This is an optimization exercise on Yosys and OpenROAD, whose aim is small area, not a production implementation.
In this exercise RTL edits were held to simulation tests only and were not proved equivalent to the original.
Power and IR drop assume default switching activity.

==> design/flow/design.v <==
package thumb_isa_pkg;
	typedef logic [16-1:0] instr_t;                
	typedef logic [$clog2(8)-1:0] reg_idx_t;     
	typedef logic [32-1:0] imm_t;                  
	typedef enum logic [4:0] {
		CMD_MOV_I8,    
		CMD_ADD_REG,   
		CMD_SUB_REG,   
		CMD_ADD_I3,    
		CMD_SUB_I3,    
		CMD_ADD_I8,    
		CMD_SUB_I8,    
		CMD_LSL_I5,    
		CMD_LSR_I5,    
		CMD_ASR_I5,    
		CMD_AND,       
		CMD_EOR,       
		CMD_ORR,       
		CMD_MUL,       
		CMD_BIC,       
		CMD_MVN,       
		CMD_STR,       
		CMD_LDR,       
		CMD_STRB,      
		CMD_LDRB,      
		CMD_STRH,      
		CMD_LDRH,      
		CMD_UNDEF
	} cmd_e;
endpackage
package thumb_core_pkg;
	typedef logic [32-1:0] word_t;    
	typedef logic [32-1:0] addr_t;    
	typedef enum logic [3:0] {
		ALU_ADD,
		ALU_SUB,
		ALU_AND,
		ALU_EOR,
		ALU_ORR,
		ALU_BIC,
		ALU_MVN,
		ALU_MOV,
		ALU_LSL,
		ALU_LSR,
		ALU_ASR,
		ALU_MUL
	} alu_op_e;
	typedef enum logic [1:0] {
		SIZE_BYTE = 2'd0,
		SIZE_HALF = 2'd1,
		SIZE_WORD = 2'd2
	} mem_size_e;
	typedef enum logic {
		WB_ALU,
		WB_MEM
	} wb_sel_e;
	typedef enum logic [2:0] {
		ST_IDLE,
		ST_FETCH,
		ST_DECODE,
		ST_EXEC,
		ST_MEM,
		ST_WB
	} seq_state_e;
endpackage
`timescale 1ns/1ps
module thumb_core (
	input  logic        clk,
	input  logic        rst,
	output logic [31:0] prog_addr,
	input  logic [31:0] prog_data,
	output logic [31:0] mem_addr,
	output logic [31:0] mem_wdata,
	output logic [1:0]  mem_size,
	output logic        mem_we,
	input  logic [31:0] mem_rdata
);
	logic [4:0]  ph;
	logic        rot2;
	logic [31:1] pc;
	logic        stp;
	logic [1:0]  sz;
	logic        c;
	logic        mb;
	logic [31:0] mar;
	logic [31:0] p;
	logic [31:0] r0, r1, r2, r3, r4, r5, r6, r7;
	logic [15:0] ins;
	assign ins = pc[1] ? prog_data[31:16] : prog_data[15:0];
	logic [4:0] op5;
	logic d_shift, d_as3, d_mov8, d_i8, d_sub8, d_dp, d_mem, d_load, d_store;
	logic dp_and, dp_eor, dp_orr, dp_mul, dp_bic, dp_mvn, dp_ok;
	logic tworot, we1, sub, inv, a_zero, use_imm;
	logic lg_and, lg_eor, lg_or;
	logic [1:0] msize;  
	logic [2:0] ra, rb, rd;
	assign op5     = ins[15:11];
	assign d_shift = (op5[4:2] == 3'b000) && (op5[1:0] != 2'b11);
	assign d_as3   = (op5 == 5'b00011);
	assign d_mov8  = (op5 == 5'b00100);
	assign d_sub8  = (op5 == 5'b00111);
	assign d_i8    = d_mov8 || (op5 == 5'b00110) || d_sub8;
	assign d_dp    = (ins[15:10] == 6'b010000);
	assign dp_and  = d_dp && (ins[9:6] == 4'b0000);
	assign dp_eor  = d_dp && (ins[9:6] == 4'b0001);
	assign dp_orr  = d_dp && (ins[9:6] == 4'b1100);
	assign dp_mul  = d_dp && (ins[9:6] == 4'b1101);
	assign dp_bic  = d_dp && (ins[9:6] == 4'b1110);
	assign dp_mvn  = d_dp && (ins[9:6] == 4'b1111);
	assign dp_ok   = dp_and || dp_eor || dp_orr || dp_bic || dp_mvn;
	assign d_mem   = (op5[4:2] == 3'b011) || (op5[4:1] == 4'b1000);
	assign d_load  = d_mem && ins[11];
	assign d_store = d_mem && !ins[11];
	assign msize   = ins[15] ? 2'd1 : (ins[12] ? 2'd0 : 2'd2);
	assign tworot  = d_shift || dp_mul || d_load;
	assign we1     = d_as3 || d_i8 || dp_ok;
	assign sub     = (d_as3 && ins[9]) || d_sub8;
	assign inv     = sub || dp_bic || dp_mvn;
	assign a_zero  = d_mov8 || dp_mvn;
	assign use_imm = (d_as3 && ins[10]) || d_i8 || d_mem;
	assign lg_and  = dp_and || dp_bic;
	assign lg_eor  = dp_eor;
	assign lg_or   = dp_orr || dp_mvn;
	assign ra = d_i8 ? ins[10:8] : (d_dp ? ins[2:0] : ins[5:3]);
	assign rb = d_as3 ? ins[8:6] : (d_mem ? ins[2:0] : ins[5:3]);
	assign rd = d_i8 ? ins[10:8] : ins[2:0];
	logic [7:0] bit0, bit1;
	assign bit0 = {r7[0], r6[0], r5[0], r4[0], r3[0], r2[0], r1[0], r0[0]};
	assign bit1 = {r7[1], r6[1], r5[1], r4[1], r3[1], r2[1], r1[1], r0[1]};
	logic a_bit, b_bit, b_next;
	assign a_bit  = bit0[ra];
	assign b_bit  = bit0[rb];
	assign b_next = bit1[rb];
	logic       imm_bit, low8, kok;
	logic [2:0] sc, kk;
	logic       imm5_bit;
	assign low8 = (ph[4:3] == 2'b00);
	assign sc   = d_mem ? {1'b0, ~msize[0] & ~ins[12], msize[0]} : 3'd0;
	assign kk   = ph[2:0] - sc;
	assign kok  = (ph[2:0] >= sc) && (kk < (d_as3 ? 3'd3 : 3'd5));
	always_comb begin
		case (kk)
			3'd0:    imm5_bit = ins[6];
			3'd1:    imm5_bit = ins[7];
			3'd2:    imm5_bit = ins[8];
			3'd3:    imm5_bit = ins[9];
			default: imm5_bit = ins[10];
		endcase
	end
	assign imm_bit = low8 && (d_i8 ? ins[ph[2:0]] : (kok && imm5_bit));
	logic aa, bb, cin, s_sum, s_cout, alu_out, arith;
	assign arith  = !(lg_and || lg_eor || lg_or);
	assign aa     = a_bit && !a_zero;
	assign bb     = (use_imm ? imm_bit : ((d_shift || dp_mul) ? 1'b0 : b_bit)) ^ inv;
	assign cin    = (ph == 5'd0) ? sub : c;
	assign s_sum  = aa ^ bb ^ cin;
	assign s_cout = (aa & bb) | (aa & cin) | (bb & cin);
	assign alu_out = lg_and ? s_cout : (lg_or ? (s_sum | s_cout) : s_sum);
	logic [31:0] padd, psum;
	logic [32:0] pc_ch;
	assign padd = mb ? mar : 32'd0;
	always_comb begin
		pc_ch[0] = 1'b0;
		for (int i = 0; i < 32; i++) begin
			psum[i]    = p[i] ^ padd[i] ^ pc_ch[i];
			pc_ch[i+1] = (p[i] & padd[i]) | (p[i] & pc_ch[i]) | (padd[i] & pc_ch[i]);
		end
	end
	logic       lsl, shr;
	logic [4:0] lidx;
	logic       sh_bit, ld_bit, mul_bit, w2_bit;
	assign lsl = d_shift && (op5[1:0] == 2'b00);
	assign shr = d_shift && (op5[1:0] != 2'b00);
	always_comb begin
		case (msize)
			2'd0:    lidx = {ph[4:3] + mar[1:0], ph[2:0]};
			2'd1:    lidx = {ph[4] ^ mar[1], ph[3:0]};
			default: lidx = ph;
		endcase
	end
	assign sh_bit = p[ins[10:6]];
	assign ld_bit = mem_rdata[lidx] && ((msize == 2'd0) ? low8 :
	                                    (msize == 2'd1) ? !ph[4] : 1'b1);
	assign mul_bit = psum[0];
	assign w2_bit  = d_load ? ld_bit : (shr ? sh_bit : mul_bit);
	logic       we, wbit;
	assign we   = rot2 || we1;
	assign wbit = rot2 ? w2_bit : alu_out;
	logic [7:0] wsel;
	always_comb begin
		for (int i = 0; i < 8; i++) wsel[i] = we && (rd == 3'(i));
	end
	always_ff @(posedge clk) begin
		r0 <= {wsel[0] ? wbit : r0[0], r0[31:1]};
		r1 <= {wsel[1] ? wbit : r1[0], r1[31:1]};
		r2 <= {wsel[2] ? wbit : r2[0], r2[31:1]};
		r3 <= {wsel[3] ? wbit : r3[0], r3[31:1]};
		r4 <= {wsel[4] ? wbit : r4[0], r4[31:1]};
		r5 <= {wsel[5] ? wbit : r5[0], r5[31:1]};
		r6 <= {wsel[6] ? wbit : r6[0], r6[31:1]};
		r7 <= {wsel[7] ? wbit : r7[0], r7[31:1]};
	end
	logic last, rot2_next;
	logic [4:0] ph_inc;
	assign ph_inc = ph + 5'd1;
	assign last      = (ph == 5'd31) && (rot2 || !tworot);
	assign rot2_next = (ph == 5'd31) ? (!rot2 && tworot) : rot2;
	logic [31:1] pc_inc;
	logic [31:1] inc_c;
	always_comb begin
		inc_c[1] = last;
		for (int i = 1; i < 31; i++) inc_c[i+1] = inc_c[i] & pc[i];
		for (int i = 1; i < 32; i++) pc_inc[i] = pc[i] ^ inc_c[i];
	end
	always_ff @(posedge clk) begin
		if (rst) begin
			ph   <= 5'd0;
			rot2 <= 1'b0;
			pc   <= '0;
			stp  <= 1'b0;
		end else begin
			ph   <= ph_inc;
			rot2 <= rot2_next;
			pc   <= pc_inc;
			stp  <= (ph == 5'd31) && !rot2 && d_store;
		end
	end
	always_ff @(posedge clk) begin
		sz  <= msize;
		c   <= s_cout && arith;
		mb  <= rot2_next && (dp_mul ? b_next : (lsl && (ph_inc == ins[10:6])));
		mar <= rot2 ? mar : {alu_out, mar[31:1]};
		p   <= {rot2 ? (op5[1] && shr && p[31]) : ((d_store || shr) && b_bit), psum[31:1]};
	end
	assign prog_addr = {pc, 1'b0};
	assign mem_addr  = mar;
	assign mem_wdata = p;
	assign mem_size  = sz;
	assign mem_we    = stp;
endmodule
==> design/flow/flow/run.sh <==
#!/bin/bash
# Standard ORFS layout; only the port buffers use the smallest buffer cell.
set -euo pipefail
export BUFFER_PORTS_ARGS="-buffer_cell sky130_fd_sc_hd__buf_1"
bash standard.sh > standard_flow.log 2>&1
==> design/flow/standard.sh <==
#!/bin/bash
# synth_recipe.tcl (not shown) runs the flow's synth.tcl, then flattens the netlist and writes it again
# the make line also repeats each setting of config.mk as NAME=value (left out here)
make -C /OpenROAD-flow-scripts/flow DESIGN_CONFIG=/design/flow/config.mk WORK_HOME=/design/flow/orfs CLKGATE_MAP_FILE= SYNTH_SCRIPT=/design/flow/synth_recipe.tcl "${@:-finish}"
==> design/flow/config.mk <==
export PLATFORM = sky130hd
export DESIGN_NAME = thumb_core
export DESIGN_NICKNAME = thumb_core
export VERILOG_FILES = /design/flow/design.v
export SDC_FILE = /design/flow/constraint.sdc
export NUM_CORES = 4
export LEC_CHECK = 0
export CAP_MARGIN = 20
export CORE_MARGIN = 2
export CORE_UTILIZATION = 40
export CTS_BUF_LIST = sky130_fd_sc_hd__clkbuf_8
export CTS_CLUSTER_DIAMETER = 60
export CTS_CLUSTER_SIZE = 16
export SLEW_MARGIN = 20
==> design/flow/constraint.sdc <==
create_clock -name core_clock -period 12.0 [get_ports {clk}]
set_input_delay 2.4000 -clock core_clock [delete_from_list [all_inputs] [get_ports {clk}]]
set_output_delay 2.4000 -clock core_clock [all_outputs]
set_load 0.01 [all_outputs]
==> results of run 1 <==
cell type report:
| type | instances | area, um^2 | share of cell area (%) |
|---|---|---|---|
| tap | 384 | 480 | 3.59 |
| inverter | 19 | 71.3 | 0.533 |
| clock buffer | 31 | 427 | 3.19 |
| clock inverter | 9 | 82.6 | 0.617 |
| multi-input combinational | 457 | 4080 | 30.5 |
| timing repair buffer | 172 | 681 | 5.08 |
| sequential | 362 | 7570 | 56.5 |
state kept, by name, indices dropped and copies added, names as in the netlist:
signal and cells:
r5 32, rot2 1, r1 32, ph 5, mar 32, p 32
mb 1, pc 31, r7 32, r3 32, r0 32, c 1
r2 32, r6 32, sz 2, r4 32, stp 1
cells in the mapped netlist (3+ instances only):
library cell  count
clkbuf_1         14
nand4_1           4
o211ai_1          6
mux2_2           11
mux2i_1          39
and2_1           31
o21ai_0          33
a211o_1           3
dfxtp_1         330
a21oi_1          11
nor3b_1           3
or3_1             3
a21boi_0          3
nand2_1          24
buf_2             6
a31oi_1          10
a211oi_1          9
ha_1             39
edfxtp_1         32
xnor2_1          10
nand2b_1         10
nor3_1            8
a311oi_1          5
nand3_1          17
nor4_1            3
nor2_1           27
a31o_2            3
o21a_1            3
o31ai_1           4
and3_1            3
and3b_1           4
a41oi_1           5
fa_1             32
nor2b_1          37
mux4_2           12
inv_1            18
what timing repair did:
item	4_1_cts	5_1_grt
endpoints found under the setup margin	2	2
pin swaps	0	1
cloned	0	0
endpoints found under the hold margin	0	0
resized for setup	7	7
through the flow:
step                      utilization [%]  cell area [um^2]  setup slack (ps)  std cells  TNS, ps
final                                46.4             13400               363       1434        0
after global routing                 46.4             13400              55.7       1434        0
after CTS                            46.3             13400              18.9       1434        0
after detailed placement             44.5             12800              -289       1394     -346
after global placement               44.5             12800             -37.4       1394    -37.4
after floorplan                         -             11800              19.0        864        0
routing by layer:
layer | track usage [%] | up-vias
met2 | 22.3 | 170
met5 | 0 | -
met3 | 2.64 | 31
met1 | 20.3 | 3293
met4 | 3.51 | 0
li1 | - | 3360
worst min path at each step:
stage                     cells after the start    from  slack (ps)  endpoint
after CTS                                     0  r0[16]         320    r0[15]
after floorplan                               0  r0[11]         310    r0[10]
after global routing                          0   r6[3]         320     r6[2]
final                                         0  r0[16]         320    r0[15]
after detailed placement                      0  r0[24]         310    r0[23]
after global placement                        0  r5[28]         310    r5[27]
report_power, final:
part	internal, mW	switching [mW]
Combinational	0.0812	0.120
Clock	0.245	0.380
Sequential	1.31	0.0549
Total	1.63	0.555
kinds of logic after synthesis:
kind of cell,after synthesis,synth area share (%)
adders and majority gates,71,9.56
and+or+nand+nor,190,9.21
DFF,362,64.1
other,1,0.0318
muxes,64,6.95
buffers and inverters,45,1.88
xor gates and xnor gates,12,0.890
AOI/OAI and AO/OA,119,7.42
cell usage in the layout (no fill, tap or decap), types with 4 or more instances in the layout:
cell type	count
a211oi_1	9
a21oi_1	11
a311oi_1	5
a31oi_1	10
a41oi_1	5
and2_1	31
and3b_1	4
buf_1	162
buf_4	9
clkbuf_8	31
dfxtp_1	329
edfxtp_1	32
fa_1	8
fa_2	24
ha_1	39
inv_1	21
mux2_2	11
mux2i_1	39
mux4_2	12
nand2_1	24
nand2b_1	10
nand3_1	17
nand4_1	4
nor2_1	27
nor2b_1	37
nor3_1	8
o211ai_1	6
o21ai_0	33
o31ai_1	4
xnor2_1	10
==> results by group, run 1 <==
Critical path
  – R2r setup slk: 360 ps
  – Cell family with most CP delay: adder cells
  – Cells on worst reg2reg path: 36
  – Worst Path Required: 12470 ps
  – Crit path capture: p[30]
  – CP Launch Point: mar[0]
  – R2R Path Start: mar[0]
  – CP most frequent cell: fa_2
  – Worst Path Buf+Inv: 2
  – Worst Path Max Fanout: 2
  – Crit end category: register
  – R2r endpoint: p[30]
  – Crit-path slowest cell: edfxtp_1
  – Worst path depth: 36
  – Worst EP arrival: 12110 ps
  – Critical Path Source Type: register
  – Slowest cell delay on critical path: 390 ps
  – Type of the worst setup path: register to register

Global route
  – Number of global-route vias before repair: 6651
  – Initial antenna violation count: 0
  – Global-route wire length before repair: around 35000 um
  – Total GRT Usage: between 10% and 20%
  – Largest net degree at the start of global routing: 50
  – GR Overflow Total: 0

Drt
  – First-pass DRT Iterations: 4
  – WL met3: 1200 um
  – Max layer used: met4
  – M1 wire length: 10700 um
  – Met2 WL: 10000 um
  – Remaining antenna violation count: 0
  – Drt drc: 0
  – Initial DRC count: 398
  – Vias post-DR: 6854
  – Drt wl/cell: 15.6 um
  – Vias per Instance: approximately 4.8
  – WL final: 22400 um

Timing
  – Fin. max-slew vios: 0
  – Least-Margin Pin Slew: 939 ps
  – Final min period: 11640 ps
  – Worst Hold Slack: 316 ps
  – RSZ-0062 raised after global routing: false
  – Setup Skew: about 28 ps
  – Final setup vio count: 0
  – Worst rel slew slack: 36.8%
  – Hold Vio Cnt, Final: 0
  – Fmax: ~0.086 GHz
  – Final cycle utilization of the critical path: 97.0%

Floorplanning
  – I/O pin cnt: 165
  – Placement Rows: 62
  – DIE WIDTH: between 150 and 200 um
  – Core ar.: slightly below 30000 um^2
  – Area of the die: 30900 um^2
  – Die outline height: ~180 um
  – Starting Density: 40.9%

Clock tree
  – H-tree depth: 1
  – Worst-case clock buffer depth: 3
  – CTS Sinks: 362
  – Hold_buf cts: 0
  – Setup Buffers After CTS: 0
  – Clock Pin Slew Worst Setup and Hold Paths: ~100 ps
  – TritonCTS clock tree: built
  – Clk Latency, worst-skew pair: 590 ps
  – Inserted Clock Buffers: 29
  – Root buffer selected by CTS: clkbuf_8

Cells and area
  – N_diodes: 0
  – Area Overhead vs Synth: 13.4%
  – Nets@finish: 1178
  – Layout cells sized above 1: 11.3%
  – FILL cells: 2661

Outcome
  – Status: complete, no violations

Worst hold path
  – Path type of the worst min-delay path: register to register

Synth
  – Area leader, netlist: dfxtp_1
  – Syn Area/Cell: about 14 um^2
  – Share of the synthesized area in the top cell type: 55.9%
  – Number of flops mapped to enable cells by yosys: 32
  – Cell Area, Synth: 11800 um^2
  – Synth cell types: 78
  – Warnings, synthesis: 1
  – Gate Count Post-Synth: 864
  – Most common flop cell mapped by yosys: dfxtp_1
  – Count of state elements after synthesis: 362
  – Ys async rst share: 0%
  – Syn nets: approximately 1000
  – Sequential area share after synthesis: 64.1%
  – Synth top area cells: dfxtp_1, edfxtp_1, fa_1

Power and ir drop
  – P_leak: 5.26 nW
  – PwrDens: 164 nW/um^2
  – Peak supply drop: 0.0000930 V
  – Pwr Total: about 2.2 mW

Place
  – Gpl congestion: ~0.83
  – Port Buffers: 163
  – HPWL Detailed: 16000 um

Run
  – Max cap viols: 0
==> run 2: changes to the inputs <==
--- a/design/flow/design.v
+++ b/design/flow/design.v
@@ -78,11 +78,12 @@
 	logic [4:0]  ph;
 	logic        rot2;
 	logic [31:1] pc;
-	logic        stp;
-	logic [1:0]  sz;
 	logic        c;
 	logic        mb;
-	logic [31:0] mar;
+	logic [31:1] mar;
+	logic        a31;
+	logic [31:0] maddr;
+	logic        st_cyc;
 	logic [31:0] p;
 	logic [31:0] r0, r1, r2, r3, r4, r5, r6, r7;
 	logic [15:0] ins;
@@ -158,7 +159,7 @@
 	assign alu_out = lg_and ? s_cout : (lg_or ? (s_sum | s_cout) : s_sum);
 	logic [31:0] padd, psum;
 	logic [32:0] pc_ch;
-	assign padd = mb ? mar : 32'd0;
+	assign padd = mb ? maddr : 32'd0;
 	always_comb begin
 		pc_ch[0] = 1'b0;
 		for (int i = 0; i < 32; i++) begin
@@ -173,8 +174,8 @@
 	assign shr = d_shift && (op5[1:0] != 2'b00);
 	always_comb begin
 		case (msize)
-			2'd0:    lidx = {ph[4:3] + mar[1:0], ph[2:0]};
-			2'd1:    lidx = {ph[4] ^ mar[1], ph[3:0]};
+			2'd0:    lidx = {ph[4:3] + maddr[1:0], ph[2:0]};
+			2'd1:    lidx = {ph[4] ^ maddr[1], ph[3:0]};
 			default: lidx = ph;
 		endcase
 	end
@@ -217,24 +218,24 @@
 			ph   <= 5'd0;
 			rot2 <= 1'b0;
 			pc   <= '0;
-			stp  <= 1'b0;
 		end else begin
 			ph   <= ph_inc;
 			rot2 <= rot2_next;
 			pc   <= pc_inc;
-			stp  <= (ph == 5'd31) && !rot2 && d_store;
 		end
 	end
 	always_ff @(posedge clk) begin
-		sz  <= msize;
 		c   <= s_cout && arith;
 		mb  <= rot2_next && (dp_mul ? b_next : (lsl && (ph_inc == ins[10:6])));
-		mar <= rot2 ? mar : {alu_out, mar[31:1]};
+		if (!rot2 && ph != 5'd31) mar <= {alu_out, mar[31:2]};
+		if (st_cyc) a31 <= alu_out;
 		p   <= {rot2 ? (op5[1] && shr && p[31]) : ((d_store || shr) && b_bit), psum[31:1]};
 	end
 	assign prog_addr = {pc, 1'b0};
-	assign mem_addr  = mar;
-	assign mem_wdata = p;
-	assign mem_size  = sz;
-	assign mem_we    = stp;
+	assign st_cyc    = !rot2 && (ph == 5'd31);
+	assign maddr     = {a31, mar};
+	assign mem_addr  = {st_cyc ? alu_out : a31, mar};
+	assign mem_wdata = {b_bit, p[31:1]};
+	assign mem_size  = msize;
+	assign mem_we    = st_cyc && d_store;
 endmodule
==> run 2 against run 1 <==
Setup slack lost 82 ps. Clock skew shrank 14 ps. Register-to-register slack lost 80 ps. Synthesized area grew 0.53%. Largest cell class unchanged. Sequential share of layout area grew 0.22 points. Final area shrank 1.3%. Cell count shrank 1.7%. Critical path depth is the same.
==> results by group, run 2 <==
Global route
  – Total GRT Usage: about 15%
  – Initial antenna violation count: 0
  – Number of global-route vias before repair: approximately 6600
  – Global-route wire length before repair: 36700 um
  – GR Overflow Total: 0
  – Largest net degree at the start of global routing: 38

Floorplanning
  – Area of the die: 31100 um^2
  – Die outline height: around 180 um
  – Core ar.: 29400 um^2
  – DIE WIDTH: roughly 180 um
  – I/O pin cnt: 165
  – Starting Density: 40.4%
  – Placement Rows: 63

Cells and area
  – Most frequent cells in the layout: dfxtp_1, buf_1, nand2_1, nor2b_1, ha_1
  – Nets@finish: about 1100
  – Final Non-Filler Cells: 1409
  – Final non-filler cell area: 13200 um^2
  – Layout cells sized above 1: 12.6%
  – Register area: 7500 um^2
  – FILL cells: 2749
  – Area Overhead vs Synth: 11.3%
  – Commonest non-fill, non-tap cell in the layout: dfxtp_1
  – N_diodes: 0
  – Multi-input gate area: 3940 um^2

Drt
  – Vias per Instance: ~4.8
  – Vias post-DR: between 6000 and 7000
  – WL final: 23300 um
  – Remaining antenna violation count: 0
  – Drt drc: 0
  – Initial DRC count: roughly 350
  – Drt wl/cell: 16.5 um
  – First-pass DRT Iterations: 5

Clock tree
  – Clock Pin Slew Worst Setup and Hold Paths: ~100 ps
  – CTS Sinks: 359
  – Hold_buf cts: 0
  – Setup Buffers After CTS: 0
  – H-tree depth: 1
  – TritonCTS clock tree: built
  – Resized Gates After CTS: 7
  – Inserted Clock Buffers: 28
  – Worst-case clock buffer depth: 3
  – Root buffer selected by CTS: clkbuf_8
  – Clk Latency, worst-skew pair: between 500 and 600 ps

Timing
  – Final WS setup: 281 ps
  – Fin. max-slew vios: 0
  – Final setup vio count: 0
  – Final cycle utilization of the critical path: 97.7%
  – Worst Hold Slack: 324 ps
  – Setup Skew: 13.7 ps
  – Fmax: 0.0853 GHz
  – Worst rel slew slack: 35.4%
  – RSZ-0062 raised after global routing: false
  – Least-Margin Pin Slew: 942 ps
  – Final min period: 11720 ps
  – Hold Vio Cnt, Final: 0

Synth
  – Syn Area/Cell: 13.8 um^2
  – Gate Count Post-Synth: 858
  – Most numerous cell in the Yosys netlist: dfxtp_1
  – Cell Area, Synth: approximately 12000 um^2
  – Number of flops mapped to enable cells by yosys: 31
  – Area leader, netlist: dfxtp_1
  – Synth top area cells: dfxtp_1, edfxtp_1, fa_1
  – Sequential area share after synthesis: 63.1%
  – Ys async rst share: 0%
  – Count of state elements after synthesis: between 300 and 400
  – Share of the synthesized area in the top cell type: roughly 55%
  – Top cells by count, synth: dfxtp_1, nand2_1, ha_1, nor2b_1, buf_4
  – Synth cell types: 81
  – Most common flop cell mapped by yosys: dfxtp_1
  – Syn nets: 995
  – Warnings, synthesis: 1

Critical path
  – Critical Path Source Type: register
  – Worst Path Required: 12480 ps
  – Type of the worst setup path: register to register
  – Crit-path slowest cell: fa_1
  – Worst EP arrival: 12200 ps
  – R2r setup slk: 280 ps
  – CP most frequent cell: fa_2
  – Slowest cell delay on critical path: 390 ps
  – Crit end category: register
  – Worst Path Max Fanout: 2

Place
  – Placed Instances: 1367
  – HPWL Detailed: 17000 um
  – DP Area: 12700 um^2
  – Place WS: -314 ps
  – Gpl congestion: between 0.8 and 0.9
  – Port Buffers: ~160

Worst hold path
  – Path type of the worst min-delay path: register to register

Power and ir drop
  – Peak supply drop: 0.0000655 V
  – PwrDens: roughly 160 nW/um^2
  – P_leak: roughly 5.4 nW
  – Pwr Total: 2.18 mW

Run
  – Max cap viols: 0

Outcome
  – Status: complete, no violations
-- run 2: changes by cell type in the layout (fill, tap and decap cells not counted), sizes merged, moves of 5 or more --
cell	before	now
nand3	19	11
inv	26	39
mux4	12	18
o21ai	35	21
a41oi	6	1
a211oi	10	3
nand2	24	41
a21oi	12	6
mux2i	41	34
-- run 2: path summary, 6_finish.rpt --
kind,startpoint,to,depth (start not counted)
worst max-delay path,mar[1],p[30],36
worst min-delay path,r3[3],r3[2],0
worst max register to register,mar[1],p[30],36
worst min register to register,r3[3],r3[2],0
-- run 2: cell type report --
class | count | share of cell area (%)
multi-input combinational | 417 | 29.8
inverter | 30 | 0.852
clock inverter | 12 | 0.710
sequential | 359 | 56.7
clock buffer | 30 | 3.12
tap | 390 | 3.69
timing repair buffer | 171 | 5.09
-- run 2: logic make-up (layout without fill, tap and decap cells) --
kind of cell,count (synthesis),after routing,synth area share (%)
buffers and inverters,82,243,4.18
AO/OA/AOI/OAI,80,80,5.51
flip-flops,359,359,63.1
adder cells (fa/ha/maj),71,71,9.51
AND/OR/NAND/NOR,193,193,9.25
XOR/XNOR,12,12,0.885
multiplexers,60,60,7.48
other,1,1,0.0316
-- run 2: power breakdown --
part / internal, mW / switching, mW / total (mW) / leakage, nW
registers: 1.30 / 0.0560 / 1.36 / 3.02
clock network: 0.255 / 0.370 / 0.625 / 0.284
logic: 0.0765 / 0.122 / 0.198 / 2.09
total: 1.63 / 0.548 / 2.18 / 5.39
-- run 2: per-stage QoR --
step / util, % / TNS, ps
6_report: 44.9 / 0
3_3_place_gp: 43.1 / -53.2
3_5_place_dp: 43.1 / -388
4_1_cts: 44.9 / 0
5_1_grt: 44.9 / 0
2_1_floorplan: - / 0
-- run 2: critical path: cells and delay by family (launching register included) --
family | cells | cell delay [ps]
simple gates | 1 | 150
xor+xnor | 2 | 290
buf+inv | 2 | 130
flops | 1 | 380
fa+ha+maj | 31 | 10670
-- run 2: layer usage --
layer,part of all wire (%),global-route usage [%],vias to the layer above,wire length (um)
met2,44,22.9,192,10200
met1,48,22.4,3285,11300
met4,2.2,3.75,0,514
li1,-,-,3185,-
met5,0,0,-,0
met3,5.5,2.24,35,1290

## separate check: timing with driven ports
Ports are ideal in the flow. The routed layouts listed here were re-timed in OpenROAD. Step 1 (the two cells are an assumption about what drives the block):
set clk [get_ports {clk}]
set_driving_cell -lib_cell sky130_fd_sc_hd__clkbuf_16 $clk
set_driving_cell -lib_cell sky130_fd_sc_hd__buf_2 [delete_from_list [all_inputs] $clk]
Step 2 times the ports against the registers' clock, not the clock port: input delays grow and output delays shrink by t, the midpoint of the rising clock arrivals with the driver on. Three values: ideal ports, drivers, drivers and shift; two values: the first two.
| run | t (ns) | slack for setup (ns) | worst hold slack (ns) | worst setup path after step 2 | worst data-port slew with drivers (ns) |
|---|---|---|---|---|---|
| run 1 | 0.617 | 0.363 / 0.363 / 0.363 | 0.316 / 0.316 / 0.316 | register to register | 0.06 |
| run 2 | 0.617 | 0.281 / 0.281 / 0.281 | 0.324 / 0.324 / 0.324 | register to register | 0.07 |
After both steps every run listed still meets setup and hold.
